Background: an optimization exercise with open tools, aiming at small area, a short achievable clock period and few clock cycles per item. Do not read the settings as production practice.
Only simulation tests tie the RTL to the original design; equivalence was not proved.

==> flow/design.v (outline; a module is shown in full before it is edited, if it fits) <==
// module cneg: 16 lines
// module int2float: 30 lines
// module sigmul: 1041 lines
// module mult: 34 lines
// module pfxadd: 28 lines
// module soma: 105 lines
// module float2int: 21 lines
// module iir_coef_bank: 45 lines
// module iir_biquad_seq: 91 lines
module iir_biquad_seq #(
  parameter int MAN = iir_pkg::DEF_MAN,
  parameter int EXP = iir_pkg::DEF_EXP
) (
  input  logic             clk,
  input  logic             rst_n,
  input  logic             in_valid,
  output logic             in_ready,
  input  logic [MAN-1:0]   in_sample,
  output logic             out_valid,
  input  logic             out_ready,
  output logic [MAN+EXP:0] out_sample,
  input  logic             coef_we,
  input  logic [2:0]       coef_addr,
  input  logic [MAN+EXP:0] coef_data,
  input  logic             clr,
  output logic             busy
);
  // ...
==> flow/flow/run.sh <==
#!/bin/bash
set -euo pipefail
MARGIN=10.5
bash standard.sh synth > synth.log 2>&1
bash standard.sh SETUP_SLACK_MARGIN=$MARGIN finish > layout.log 2>&1
test -s out/final.def
==> flow/standard.sh <==
#!/bin/bash
# synth_recipe.tcl (not shown) runs the flow's synth.tcl, then flattens the netlist and writes it again
# the make line also repeats each setting of config.mk as NAME=value (left out here)
make -C /OpenROAD-flow-scripts/flow DESIGN_CONFIG=/design/flow/config.mk WORK_HOME=/design/flow/orfs CLKGATE_MAP_FILE= SYNTH_SCRIPT=/design/flow/synth_recipe.tcl "${@:-finish}"
==> flow/config.mk <==
export PLATFORM = sky130hd
export DESIGN_NAME = iir_biquad_seq
export DESIGN_NICKNAME = iir_biquad_seq
export VERILOG_FILES = /design/flow/design.v
export SDC_FILE = /design/flow/constraint.sdc
export NUM_CORES = 4
export LEC_CHECK = 0
export CAP_MARGIN = 20
export CORE_MARGIN = 2
export CORE_UTILIZATION = 60
export SLEW_MARGIN = 20
==> flow/constraint.sdc <==
create_clock -name core_clock -period 18.0 [get_ports {clk}]
set_input_delay 3.6000 -clock core_clock [delete_from_list [all_inputs] [get_ports {clk}]]
set_output_delay 3.6000 -clock core_clock [all_outputs]
set_load 0.01 [all_outputs]
==> impl_metrics.py, run 1 <==
metrics = {
    "place": {
        "hpwlAfterDp_mm": 110,
    },
    "sta": {
        "fmax_ghz": 0.126,
        "final-hold-violation-count": 0,
        "slew_viol_final": 4,
        "rsz0062_at_grt": "yes",
    },
    "final_layout": {
        "fillCellCount": 6238,
        "top_regs": "u_coef.act x160, u_coef.shadow x160",
        "area_delta_synth_final_pct": 15.0,
        "largestClassByArea": "multi-input gates",
        "clk_share_pct": 3.59,
        "multiInputGateArea_mm2": 0.0317,
        "seq_cells": 601,
        "stdcell_count": 6531,
        "nNetsFinal": 5993,
    },
    "clock_network": {
        "cts_buffers": 60,
        "postCtsHoldBufs": 0,
        "cts_max_path_buffers": 3,
    },
    "worst_setup_path": {
        "start_kind": "flip-flop",
        "worstPathMaxFanout": 17,
        "critical-path-max-stage-delay_ns": 0.60,
        "crit_path_end_kind": "flip-flop",
        "r2r-start": "opb[5]",
        "crit_path_start": "opb[5]",
    },
    "global_route": {
        "busiest_layer": "met2",
        "grt_max_degree": 93,
        "antenna_found_initial": 3,
    },
    "synth": {
        "yosys.area.top_type_share_pct": 21.9,
        "ys_warn_count": 15,
        "syn_inst": 5339,
        "synth_top_family_by_area": "compound AO/OA/AOI/OAI gates",
        "synth_seq_cells": 601,
    },
    "routing": {
        "met1Wirelength_mm": 65.0,
        "drtIter0Drc": 5484,
        "routed_wl_mm": 162,
        "route.met3.wl_mm": 20.6,
    },
    "floorplan": {
        "core_area_mm2": 0.0807,
        "die_area_mm2": 0.0838,
    },
    "status": {
        "violations": "capacitance limit, slew limit",
        "status": "finished with violations",
    },
    "job": {
        "drv_cap": 1,
    },
}
Testbench counts, summed over its fixed seeds: cycles 10,272, items 2,048.
==> module mult, before the edit <==
module mult #(
  parameter int MAN = 23,
  parameter int EXP = 8
) (
  input  logic [MAN+EXP:0] a,
  input  logic [MAN+EXP:0] b,
  output logic [MAN+EXP:0] p
);
  localparam logic [EXP+1:0] BIAS = (EXP+2)'((1 << (EXP - 1)) - 1);
  logic [2*MAN+1:0] prod;
  logic [EXP+1:0]   e0, e1;
  logic             nz, sg, z0, z1, sat0, sat1, cy;
  logic [MAN+EXP:0] p0, p1;
  sigmul u_sm (.a({1'b1, a[MAN-1:0]}), .b({1'b1, b[MAN-1:0]}), .y(prod));
  always_comb begin
    nz   = (a[MAN+EXP-1:MAN] != '0) && (b[MAN+EXP-1:MAN] != '0);
    sg   = a[MAN+EXP] ^ b[MAN+EXP];
    e0   = {2'b00, a[MAN+EXP-1:MAN]} + {2'b00, b[MAN+EXP-1:MAN]} - BIAS;
    cy = 1'b1;                            
    for (int i = 0; i < EXP + 2; i++) begin
      e1[i] = e0[i] ^ cy;
      cy    = cy & e0[i];
    end
    z0   = !nz || e0[EXP+1] || e0 == '0;
    z1   = !nz || e1[EXP+1] || e1 == '0;
    sat0 = e0 >= (EXP+2)'((1 << EXP) - 1);
    sat1 = e1 >= (EXP+2)'((1 << EXP) - 1);
    p0   = z0 ? '0 : sat0 ? {sg, {(EXP-1){1'b1}}, 1'b0, {MAN{1'b1}}}
                         : {sg, e0[EXP-1:0], prod[2*MAN-1:MAN]};
    p1   = z1 ? '0 : sat1 ? {sg, {(EXP-1){1'b1}}, 1'b0, {MAN{1'b1}}}
                         : {sg, e1[EXP-1:0], prod[2*MAN:MAN+1]};
    p    = prod[2*MAN+1] ? p1 : p0;
  end
endmodule
==> module iir_biquad_seq, before the edit <==
module iir_biquad_seq #(
  parameter int MAN = iir_pkg::DEF_MAN,
  parameter int EXP = iir_pkg::DEF_EXP
) (
  input  logic             clk,
  input  logic             rst_n,
  input  logic             in_valid,
  output logic             in_ready,
  input  logic [MAN-1:0]   in_sample,
  output logic             out_valid,
  input  logic             out_ready,
  output logic [MAN+EXP:0] out_sample,
  input  logic             coef_we,
  input  logic [2:0]       coef_addr,
  input  logic [MAN+EXP:0] coef_data,
  input  logic             clr,
  output logic             busy
);
  localparam int W = MAN + EXP + 1;
  logic [MAN-1:0] x0, x1, x2;    
  logic [W-1:0]   y1, y2, opb, p, acc, out_q;
  logic [2:0]     xnz;            
  logic [1:0]     ynz;            
  logic [5:0]     vld;            
  logic [1:0]     cnt;            
  logic           pend;           
  logic           oval;
  logic [MAN-1:0] xsel;
  logic [W-1:0]   x_flt, coef, nb, mul_res, sum_res, int_res;
  logic           nbz, accept, take, load_out, hold;
  assign hold      = |vld[3:0];
  assign in_ready  = !hold && cnt != 2'd2;
  assign accept    = in_valid && in_ready && !clr;
  assign take      = oval && out_ready && !clr;
  assign load_out  = pend && !oval;
  assign out_valid = oval;
  assign out_sample = out_q;
  assign busy      = cnt != 2'd0;
  iir_coef_bank #(.FWB(W), .MAN(MAN)) u_coef (
    .clk   (clk),
    .rst_n (rst_n),
    .we    (coef_we),
    .addr  (coef_addr),
    .wdata (coef_data),
    .hold  (hold),
    .coef  (coef)
  );
  int2float #(.MAN(MAN), .EXP(EXP)) u_i2f (.a(xsel), .f(x_flt));
  mult      #(.MAN(MAN), .EXP(EXP)) u_mul (.a(coef), .b(opb), .p(mul_res));
  soma      #(.MAN(MAN), .EXP(EXP)) u_add (.a(acc), .b(p), .s(sum_res));
  float2int #(.MAN(MAN), .EXP(EXP)) u_f2i (.f(y1), .i(int_res));
  always_comb begin
    xsel = vld[1] ? x2 : x0;
    nb   = x_flt;
    nbz  = vld[1] ? !xnz[2] : !xnz[0];
    if (vld[2]) begin nb = y1; nbz = !ynz[0]; end
    if (vld[3]) begin nb = y2; nbz = !ynz[1]; end
    if (nbz) nb[W-2:MAN] = '0;
  end
  always_ff @(posedge clk or negedge rst_n) begin
    if (!rst_n) begin
      vld <= '0; cnt <= '0; pend <= 1'b0; oval <= 1'b0; xnz <= '0; ynz <= '0;
    end else if (clr) begin
      vld <= '0; cnt <= '0; pend <= 1'b0; oval <= 1'b0; xnz <= '0; ynz <= '0;
    end else begin
      vld <= {vld[4:0], accept};
      cnt <= cnt + 2'(accept) - 2'(take);
      if (accept) xnz <= {xnz[1:0], 1'b1};
      if (vld[5]) ynz <= {ynz[0], 1'b1};
      if (vld[5])        pend <= 1'b1;
      else if (load_out) pend <= 1'b0;
      if (load_out)      oval <= 1'b1;
      else if (take)     oval <= 1'b0;
    end
  end
  always_ff @(posedge clk) begin
    opb <= nb;
    p   <= mul_res;
    acc <= vld[0] ? '0 : sum_res;
    if (accept) begin
      x0 <= in_sample;
      x1 <= x0;
      x2 <= x1;
    end
    if (vld[5]) begin
      y1 <= sum_res;
      y2 <= y1;
    end
    if (load_out) out_q <= int_res;
  end
endmodule
==> run 2: changes to the inputs <==
--- a/flow/design.v
+++ b/flow/design.v
@@ -44,45 +44,53 @@
     zl[3] = zl[4] ? (u[15:8] == '0) : (u[31:24] == '0);
     zl[2] = u[31 - 8 * zl[4:3] -: 4] == '0;
     zl[1] = u[31 - 4 * zl[4:2] -: 2] == '0;
     zl[0] = !u[31 - 2 * zl[4:1]];
     f = '0;
     if (mag != '0) f = {a[MAN-1], EXP'(BIAS + MAN - 1) - EXP'(zl), v[30:31-MAN]};
   end
 endmodule
+module booth_rec (
+  input  logic [23:0] b,
+  output logic [12:0] one,
+  output logic [12:0] two,
+  output logic [12:0] neg
+);
+  logic [26:0] bx;
+  always_comb begin
+    bx = {2'b00, b, 1'b0};
+    for (int i = 0; i < 13; i++) begin
+      one[i] = bx[2*i] ^ bx[2*i+1];
+      two[i] = (bx[2*i+2] ^ bx[2*i+1]) & ~(bx[2*i+1] ^ bx[2*i]);
+      neg[i] = bx[2*i+2] & ~(bx[2*i+1] & bx[2*i]);
+    end
+  end
+endmodule
 module sigmul (
   input  logic [23:0] a,
-  input  logic [23:0] b,
+  input  logic [12:0] one,
+  input  logic [12:0] two,
+  input  logic [12:0] neg,
   output logic [47:0] y
 );
-  logic [26:0] bx;
-  logic [12:0] one, two, neg;
   logic [24:0] pp0;
   logic [24:0] pp1;
   logic [24:0] pp2;
   logic [24:0] pp3;
   logic [24:0] pp4;
   logic [24:0] pp5;
   logic [24:0] pp6;
   logic [24:0] pp7;
   logic [24:0] pp8;
   logic [24:0] pp9;
   logic [24:0] pp10;
   logic [24:0] pp11;
   logic [24:0] pp12;
   logic t1, t2, t3, t4, t5, t6, t7, t8, t9, t10, t11, t12, t13, t14, t15, t16, t17, t18, t19, t20, t21, t22, t23, t24, t25, t26, t27, t28, t29, t30, t31, t32, t33, t34, t35, t36, t37, t38, t39, t40, t41, t42, t43, t44, t45, t46, t47, t48, t49, t50, t51, t52, t53, t54, t55, t56, t57, t58, t59, t60, t61, t62, t63, t64, t65, t66, t67, t68, t69, t70, t71, t72, t73, t74, t75, t76, t77, t78, t79, t80, t81, t82, t83, t84, t85, t86, t87, t88, t89, t90, t91, t92, t93, t94, t95, t96, t97, t98, t99, t100, t101, t102, t103, t104, t105, t106, t107, t108, t109, t110, t111, t112, t113, t114, t115, t116, t117, t118, t119, t120, t121, t122, t123, t124, t125, t126, t127, t128, t129, t130, t131, t132, t133, t134, t135, t136, t137, t138, t139, t140, t141, t142, t143, t144, t145, t146, t147, t148, t149, t150, t151, t152, t153, t154, t155, t156, t157, t158, t159, t160, t161, t162, t163, t164, t165, t166, t167, t168, t169, t170, t171, t172, t173, t174, t175, t176, t177, t178, t179, t180, t181, t182, t183, t184, t185, t186, t187, t188, t189, t190, t191, t192, t193, t194, t195, t196, t197, t198, t199, t200, t201, t202, t203, t204, t205, t206, t207, t208, t209, t210, t211, t212, t213, t214, t215, t216, t217, t218, t219, t220, t221, t222, t223, t224, t225, t226, t227, t228, t229, t230, t231, t232, t233, t234, t235, t236, t237, t238, t239, t240, t241, t242, t243, t244, t245, t246, t247, t248, t249, t250, t251, t252, t253, t254, t255, t256, t257, t258, t259, t260, t261, t262, t263, t264, t265, t266, t267, t268, t269, t270, t271, t272, t273, t274, t275, t276, t277, t278, t279, t280, t281, t282, t283, t284, t285, t286, t287, t288, t289, t290, t291, t292, t293, t294, t295, t296, t297, t298, t299, t300, t301, t302, t303, t304, t305, t306, t307, t308, t309, t310, t311, t312, t313, t314, t315, t316, t317, t318, t319, t320, t321, t322, t323, t324, t325, t326, t327, t328, t329, t330, t331, t332, t333, t334, t335, t336, t337, t338, t339, t340, t341, t342, t343, t344, t345, t346, t347, t348, t349, t350, t351, t352, t353, t354, t355, t356, t357, t358, t359, t360, t361, t362, t363, t364, t365, t366, t367, t368, t369, t370, t371, t372, t373, t374, t375, t376, t377, t378, t379, t380, t381, t382, t383, t384, t385, t386, t387, t388, t389, t390, t391, t392, t393, t394, t395, t396, t397, t398, t399, t400, t401, t402, t403, t404, t405, t406, t407, t408, t409, t410, t411, t412, t413, t414, t415, t416, t417, t418, t419, t420, t421, t422, t423, t424, t425, t426, t427, t428, t429, t430, t431, t432, t433, t434, t435, t436, t437, t438, t439, t440, t441, t442, t443, t444, t445, t446, t447, t448, t449, t450, t451, t452, t453, t454, t455, t456, t457, t458, t459, t460, t461, t462, t463, t464, t465, t466, t467, t468, t469, t470, t471, t472, t473, t474, t475, t476, t477, t478, t479, t480, t481, t482, t483, t484, t485, t486, t487, t488, t489, t490, t491, t492, t493, t494, t495, t496, t497, t498, t499, t500, t501, t502, t503, t504, t505, t506, t507, t508, t509, t510, t511, t512, t513, t514, t515, t516, t517, t518, t519, t520, t521, t522, t523, t524, t525, t526, t527, t528, t529, t530, t531, t532, t533, t534, t535, t536, t537, t538, t539, t540, t541, t542, t543, t544, t545, t546, t547, t548, t549, t550, t551, t552, t553, t554, t555, t556, t557, t558, t559, t560, t561, t562, t563, t564, t565, t566, t567, t568, t569, t570, t571, t572, t573, t574, t575, t576, t577, t578, t579, t580, t581, t582, t583, t584, t585, t586, t587, t588, t589, t590, t591, t592, t593, t594, t595, t596, t597, t598, t599, t600, t601, t602, t603, t604, t605, t606, t607, t608, t609, t610, t611, t612, t613, t614, t615, t616, t617, t618, t619, t620, t621, t622, t623, t624, t625, t626, t627, t628, t629, t630, t631, t632, t633, t634, t635, t636, t637, t638, t639, t640, t641, t642, t643, t644, t645, t646, t647, t648, t649, t650, t651, t652, t653, t654, t655, t656, t657, t658, t659, t660, t661, t662, t663, t664, t665, t666, t667, t668, t669, t670, t671, t672, t673, t674, t675, t676, t677, t678, t679, t680, t681, t682, t683, t684, t685, t686, t687, t688, t689, t690, t691, t692, t693, t694, t695, t696, t697, t698, t699, t700, t701, t702, t703, t704, t705, t706, t707, t708, t709, t710, t711, t712, t713, t714, t715, t716, t717, t718, t719, t720, t721, t722, t723, t724, t725, t726, t727, t728, t729, t730, t731, t732, t733, t734, t735, t736, t737, t738, t739, t740, t741, t742, t743, t744, t745, t746, t747, t748, t749, t750, t751, t752, t753, t754, t755, t756, t757, t758, t759, t760, t761, t762, t763, t764, t765, t766, t767, t768, t769, t770, t771, t772, t773, t774, t775, t776, t777, t778, t779, t780, t781, t782, t783, t784, t785, t786, t787, t788, t789, t790, t791, t792, t793, t794, t795, t796, t797, t798, t799, t800, t801, t802, t803, t804, t805, t806, t807, t808, t809, t810, t811, t812, t813, t814, t815, t816, t817, t818, t819, t820, t821, t822, t823, t824, t825, t826, t827, t828, t829, t830, t831, t832, t833, t834, t835, t836, t837, t838, t839, t840, t841, t842, t843, t844, t845, t846, t847, t848, t849, t850, t851, t852, t853, t854, t855, t856, t857, t858, t859, t860, t861, t862, t863, t864, t865, t866, t867, t868, t869, t870, t871, t872, t873, t874, t875, t876, t877, t878, t879, t880, t881, t882, t883, t884, t885, t886, t887, t888, t889, t890, t891, t892, t893, t894, t895, t896, t897, t898, t899, t900, t901, t902, t903, t904, t905, t906, t907, t908, t909, t910, t911, t912, t913, t914, t915, t916, t917, t918, t919, t920, t921, t922, t923, t924, t925, t926, t927, t928, t929, t930, t931, t932, t933, t934, t935, t936, t937, t938, t939, t940, t941, t942, t943, t944, t945, t946, t947, t948, t949, t950, t951, t952, t953, t954, t955, t956, t957, t958, t959, t960, t961, t962, t963, t964, t965, t966, t967, t968, t969, t970, t971, t972, t973, t974, t975, t976, t977, t978, t979, t980, t981, t982, t983, t984, t985, t986, t987, t988, t989, t990, t991, t992, t993, t994, t995, t996, t997;
-  assign bx = {2'b00, b, 1'b0};
-  always_comb begin
-    for (int i = 0; i < 13; i++) begin
-      one[i] = bx[2*i] ^ bx[2*i+1];
-      two[i] = (bx[2*i+2] ^ bx[2*i+1]) & ~(bx[2*i+1] ^ bx[2*i]);
-      neg[i] = bx[2*i+2] & ~(bx[2*i+1] & bx[2*i]);
-    end
-  end
   assign pp0 = (({25{one[0]}} & {1'b0, a}) | ({25{two[0]}} & {a, 1'b0})) ^ {25{neg[0]}};
   assign pp1 = (({25{one[1]}} & {1'b0, a}) | ({25{two[1]}} & {a, 1'b0})) ^ {25{neg[1]}};
   assign pp2 = (({25{one[2]}} & {1'b0, a}) | ({25{two[2]}} & {a, 1'b0})) ^ {25{neg[2]}};
   assign pp3 = (({25{one[3]}} & {1'b0, a}) | ({25{two[3]}} & {a, 1'b0})) ^ {25{neg[3]}};
   assign pp4 = (({25{one[4]}} & {1'b0, a}) | ({25{two[4]}} & {a, 1'b0})) ^ {25{neg[4]}};
   assign pp5 = (({25{one[5]}} & {1'b0, a}) | ({25{two[5]}} & {a, 1'b0})) ^ {25{neg[5]}};
   assign pp6 = (({25{one[6]}} & {1'b0, a}) | ({25{two[6]}} & {a, 1'b0})) ^ {25{neg[6]}};
   assign pp7 = (({25{one[7]}} & {1'b0, a}) | ({25{two[7]}} & {a, 1'b0})) ^ {25{neg[7]}};
@@ -1090,29 +1098,32 @@
   assign t997 = t694 ^ t947;
   assign y = {t997, t996, t995, t994, t993, t992, t991, t990, t989, t988, t987, t986, t985, t984, t983, t982, t981, t980, t979, t978, t977, t976, t975, t974, t973, t972, t971, t970, t969, t968, t967, t966, t965, t964, t963, t962, t961, t960, t959, t958, t957, t956, t955, t954, t953, t952, t951, t647};
 endmodule
 module mult #(
   parameter int MAN = 23,
   parameter int EXP = 8
 ) (
   input  logic [MAN+EXP:0] a,
-  input  logic [MAN+EXP:0] b,
+  input  logic [EXP:0]     bse,     
+  input  logic [12:0]      bone,    
+  input  logic [12:0]      btwo,
+  input  logic [12:0]      bneg,
   output logic [MAN+EXP:0] p
 );
   localparam logic [EXP+1:0] BIAS = (EXP+2)'((1 << (EXP - 1)) - 1);
   logic [2*MAN+1:0] prod;
   logic [EXP+1:0]   e0, e1;
   logic             nz, sg, z0, z1, sat0, sat1, cy;
   logic [MAN+EXP:0] p0, p1;
-  sigmul u_sm (.a({1'b1, a[MAN-1:0]}), .b({1'b1, b[MAN-1:0]}), .y(prod));
+  sigmul u_sm (.a({1'b1, a[MAN-1:0]}), .one(bone), .two(btwo), .neg(bneg), .y(prod));
   always_comb begin
-    nz   = (a[MAN+EXP-1:MAN] != '0) && (b[MAN+EXP-1:MAN] != '0);
-    sg   = a[MAN+EXP] ^ b[MAN+EXP];
-    e0   = {2'b00, a[MAN+EXP-1:MAN]} + {2'b00, b[MAN+EXP-1:MAN]} - BIAS;
+    nz   = (a[MAN+EXP-1:MAN] != '0) && (bse[EXP-1:0] != '0);
+    sg   = a[MAN+EXP] ^ bse[EXP];
+    e0   = {2'b00, a[MAN+EXP-1:MAN]} + {2'b00, bse[EXP-1:0]} - BIAS;
     cy = 1'b1;                            
     for (int i = 0; i < EXP + 2; i++) begin
       e1[i] = e0[i] ^ cy;
       cy    = cy & e0[i];
     end
     z0   = !nz || e0[EXP+1] || e0 == '0;
     z1   = !nz || e1[EXP+1] || e1 == '0;
     sat0 = e0 >= (EXP+2)'((1 << EXP) - 1);
@@ -1338,17 +1349,20 @@
   input  logic             coef_we,
   input  logic [2:0]       coef_addr,
   input  logic [MAN+EXP:0] coef_data,
   input  logic             clr,
   output logic             busy
 );
   localparam int W = MAN + EXP + 1;
   logic [MAN-1:0] x0, x1, x2;    
-  logic [W-1:0]   y1, y2, opb, p, acc, out_q;
+  logic [W-1:0]   y1, y2, p, acc, out_q;
+  logic [EXP:0]   opb_se;         
+  logic [12:0]    opb_one, opb_two, opb_neg;    
+  logic [12:0]    nb_one, nb_two, nb_neg;
   logic [2:0]     xnz;            
   logic [1:0]     ynz;            
   logic [5:0]     vld;            
   logic [1:0]     cnt;            
   logic           pend;           
   logic           oval;
   logic [MAN-1:0] xsel;
   logic [W-1:0]   x_flt, coef, nb, mul_res, sum_res, int_res;
@@ -1366,17 +1380,19 @@
     .rst_n (rst_n),
     .we    (coef_we),
     .addr  (coef_addr),
     .wdata (coef_data),
     .hold  (hold),
     .coef  (coef)
   );
   int2float #(.MAN(MAN), .EXP(EXP)) u_i2f (.a(xsel), .f(x_flt));
-  mult      #(.MAN(MAN), .EXP(EXP)) u_mul (.a(coef), .b(opb), .p(mul_res));
+  booth_rec u_rec (.b({1'b1, nb[MAN-1:0]}), .one(nb_one), .two(nb_two), .neg(nb_neg));
+  mult      #(.MAN(MAN), .EXP(EXP)) u_mul (.a(coef), .bse(opb_se), .bone(opb_one),
+                                           .btwo(opb_two), .bneg(opb_neg), .p(mul_res));
   soma      #(.MAN(MAN), .EXP(EXP)) u_add (.a(acc), .b(p), .s(sum_res));
   float2int #(.MAN(MAN), .EXP(EXP)) u_f2i (.f(y1), .i(int_res));
   always_comb begin
     xsel = vld[1] ? x2 : x0;
     nb   = x_flt;
     nbz  = vld[1] ? !xnz[2] : !xnz[0];
     if (vld[2]) begin nb = y1; nbz = !ynz[0]; end
     if (vld[3]) begin nb = y2; nbz = !ynz[1]; end
@@ -1394,17 +1410,20 @@
       if (vld[5]) ynz <= {ynz[0], 1'b1};
       if (vld[5])        pend <= 1'b1;
       else if (load_out) pend <= 1'b0;
       if (load_out)      oval <= 1'b1;
       else if (take)     oval <= 1'b0;
     end
   end
   always_ff @(posedge clk) begin
-    opb <= nb;
+    opb_se  <= nb[W-1:MAN];
+    opb_one <= nb_one;
+    opb_two <= nb_two;
+    opb_neg <= nb_neg;
     p   <= mul_res;
     acc <= vld[0] ? '0 : sum_res;
     if (accept) begin
       x0 <= in_sample;
       x1 <= x0;
       x2 <= x1;
     end
     if (vld[5]) begin
==> impl_metrics.py, run 2 <==
metrics = {
    "status": {
        "status": "finished clean",
    },
    "synth": {
        "synth-compound-area-share_pct": 17.6,
        "syn-cell-area_mm2": 0.0492,
        "synth_area_leaders": "edfxtp_1 22%, fa_1 10%, dfxtp_1 9.6%",
        "muxShareOfSynthArea_pct": 4.79,
        "synth_nets": 5873,
        "ys_seq_area_share_pct": 32.4,
        "synthSimpleGateAreaFrac_pct": 13.3,
        "synth_edf_count": 357,
        "ys_warn_count": 15,
        "yosys.area.top_type": "edfxtp_1",
        "yosysUniqueCellTypes": 119,
        "post_synth.cell_area_avg_um2": 9.29,
        "synth_seq_cells": 614,
        "synthXorXnorAreaFrac_pct": 8.75,
        "syn_inst": 5300,
        "synth_common_cells": "690 x nand2_1, 440 x inv_1, 357 x edfxtp_1",
        "synth_fa_ha_area_share_pct": 16.8,
        "synthArstFlopShare_pct": 3.26,
        "synthMostInstantiatedCell": "nand2_1",
        "yosys.area.top_type_share_pct": 21.8,
        "synth_top_family_by_area": "compound AO/OA/AOI/OAI gates",
        "ys.flop_type": "edfxtp_1",
    },
    "final_layout": {
        "area_delta_synth_final_pct": 12.5,
        "fin_util_pct": 67.8,
        "mostFrequentLayoutCell": "nand2_1",
        "drive_gt1_share_pct": 11.7,
        "postLayoutCellArea_mm2": 0.0554,
        "antenna_cells": 0,
        "top_regs": "u_coef.act x160, u_coef.shadow x160",
        "fillCellCount": 6656,
        "multiInputGateArea_mm2": 0.0312,
        "regArea_mm2": 0.0160,
        "nNetsFinal": 5897,
        "layout_common_cells": "684 x nand2_1, 432 x inv_1, 357 x edfxtp_1, 312 x xnor2_1, 290 x nor2_1",
    },
    "routing": {
        "routed_wl_mm": 159,
        "drtIter0Drc": 4675,
        "ant_nets": 0,
        "routed_via_density": 6.39,
        "firstDrtPassIters": 10,
        "wl_per_cell_um": 24.6,
        "drc": 0,
        "num_vias": 41200,
    },
    "sta": {
        "holdWs_ns": 0.393,
        "fin_crit_sh_pct": 42.2,
        "rsz0062_at_grt": "yes",
        "slew_headroom_pct": 28.5,
        "setup_viol_count_final": 0,
        "fin_skew_ns": 0.0549,
        "fmax_ghz": 0.132,
        "worst_slew_pin_slew_ns": 1.07,
        "slew_viol_final": 0,
        "fin_crit_ns": 7.60,
        "final-hold-violation-count": 0,
        "tns_ns": 0,
    },
    "clock_network": {
        "htree_levels": 3,
        "cts-root-buf": "clkbuf_16",
        "cts.sinks": 614,
        "clk_pin_slew_worst_paths_ns": 0.06,
        "clk_latency_ns": 0.63,
        "postCtsHoldBufs": 0,
        "cts_tree": "yes",
        "cts_buffers": 67,
        "cts_max_path_buffers": 3,
    },
    "global_route": {
        "antenna_found_initial": 2,
        "busiest_layer": "met2",
        "met1_usage_pct": 49.1,
        "grt_use_met2_pct": 58.0,
        "grt_pass1_wl_mm": 240,
        "grt_pass1_vias": 40000,
        "met3_usage_pct": 7.41,
        "grt_max_degree": 93,
        "grt_overflow_total": 0,
        "track_usage_pct": 36.7,
    },
    "worst_setup_path": {
        "crit_family": "compound AO/OA/AOI/OAI gates",
        "slowest_stage": "mux2_8",
        "critPathKind": "reg2reg",
        "critical-path-max-stage-delay_ns": 0.40,
        "path_depth": 36,
        "crit_path_frequent_cell": "a21o_1",
        "reg2regPathDepth": 36,
        "critPathArrivalTime_ns": 8.16,
        "worstPathMaxFanout": 8,
        "critical_path_buf_inv_count": 4,
        "crit_path_end_kind": "flip-flop",
        "start_kind": "flip-flop",
        "required_ns": 18.56,
    },
    "floorplan": {
        "die_width_um": 290,
        "initial_core_util_pct": 60.3,
        "die_area_mm2": 0.0844,
        "rows": 105,
        "die_y_um": 290,
        "core_area_mm2": 0.0817,
        "num_io_pins": 99,
    },
    "place": {
        "gp_congestion": 1.02,
        "hpwlAfterDp_mm": 112,
        "io_buffer_count": 98,
        "place_area_mm2": 0.0511,
    },
    "min_path": {
        "min_path_cells": 0,
        "hold_path_class": "reg2reg",
    },
    "job": {
        "drv_cap": 0,
    },
}
run 2: worst paths after layout:
| kind | startpoint | to | slack (ns) |
|---|---|---|---|
| min | u_coef.shadow[4][3] | u_coef.act[4][3] | 0.39 |
| max in group asynchronous | rst_n | vld[5] | 13.80 |
| min in group asynchronous | rst_n | oval | 3.53 |
| max | acc[27] | acc[29] | 10.40 |
| max reg2reg | acc[27] | acc[29] | 10.40 |
| min reg2reg | u_coef.shadow[4][3] | u_coef.act[4][3] | 0.39 |
run 2: stage by stage:
step | instances | setup WS (ns)
2_1_floorplan | 5300 | 10.34
3_3_place_gp | 6236 | 8.57
3_5_place_dp | 6237 | 8.44
4_1_cts | 6421 | 10.46
5_1_grt | 6448 | 10.20
6_report | 6448 | 10.40
run 2: per-layer routing:
layer / routed length [um] / part of all wire (%)
met1: 62700 / 40
met2: 72300 / 46
met3: 15600 / 9.8
met4: 8050 / 5.1
met5: 0 / 0
run 2: what timing repair did:
| action | in CTS | in global routing |
|---|---|---|
| resized for setup | 140 | 116 |
| buffers inserted | 55 | 22 |
| setup endpoints to repair | 94 | 97 |
| pin swaps | 38 | 37 |
| gates cloned | 6 | 5 |
run 2: cell type report:
type	instances	area share (%)
multi-input combinational	3903	56.3
sequential	614	28.9
timing repair buffer	287	4.89
clock buffer	95	3.65
inverter	451	3.13
tap	1070	2.42
clock inverter	28	0.698
run 2: worst reg2reg max path, delay by kind of cell, from the launching register on:
family | cells | cell delay [ns]
AO/OA/AOI/OAI | 17 | 3.73
adder cells (fa/ha/maj) | 3 | 0.76
multiplexers | 1 | 0.40
AND/OR/NAND/NOR | 10 | 1.50
buffers and inverters | 4 | 0.60
flip-flops | 1 | 0.38
XOR/XNOR | 1 | 0.15
run 2: cell families after synthesis:
kind of cell	after synthesis
fa+ha+maj	509
simple gates	1438
xor+xnor	492
buf+inv	788
mux	193
flops	614
compound gates	1266
Testbench counts of run 2, summed over its fixed seeds: cycles 10,272, items 2,048.

separate check: timing with driven ports:
Ports are ideal in the flow. The routed layouts listed here were re-timed in OpenROAD.
Step 1, drivers: a clkbuf_16 drives clk and a buf_2 each remaining input, both assumed.
Step 2 moves the port delays by t, midway between the first and last clock arrival at a register: inputs arrive t later, outputs are due t later. That takes back most of the time a late clock gives input paths.
Three values: no drivers, after step 1, after step 2; two values: the first two.
run	t, ns	slack for setup (ns)	worst setup path after step 2	cell pins on the clock port's net
run 1	0.701	10.035 / 10.035 / 10.035	register to register	1
run 2	0.671	10.402 / 10.402 / 10.402	register to register	1
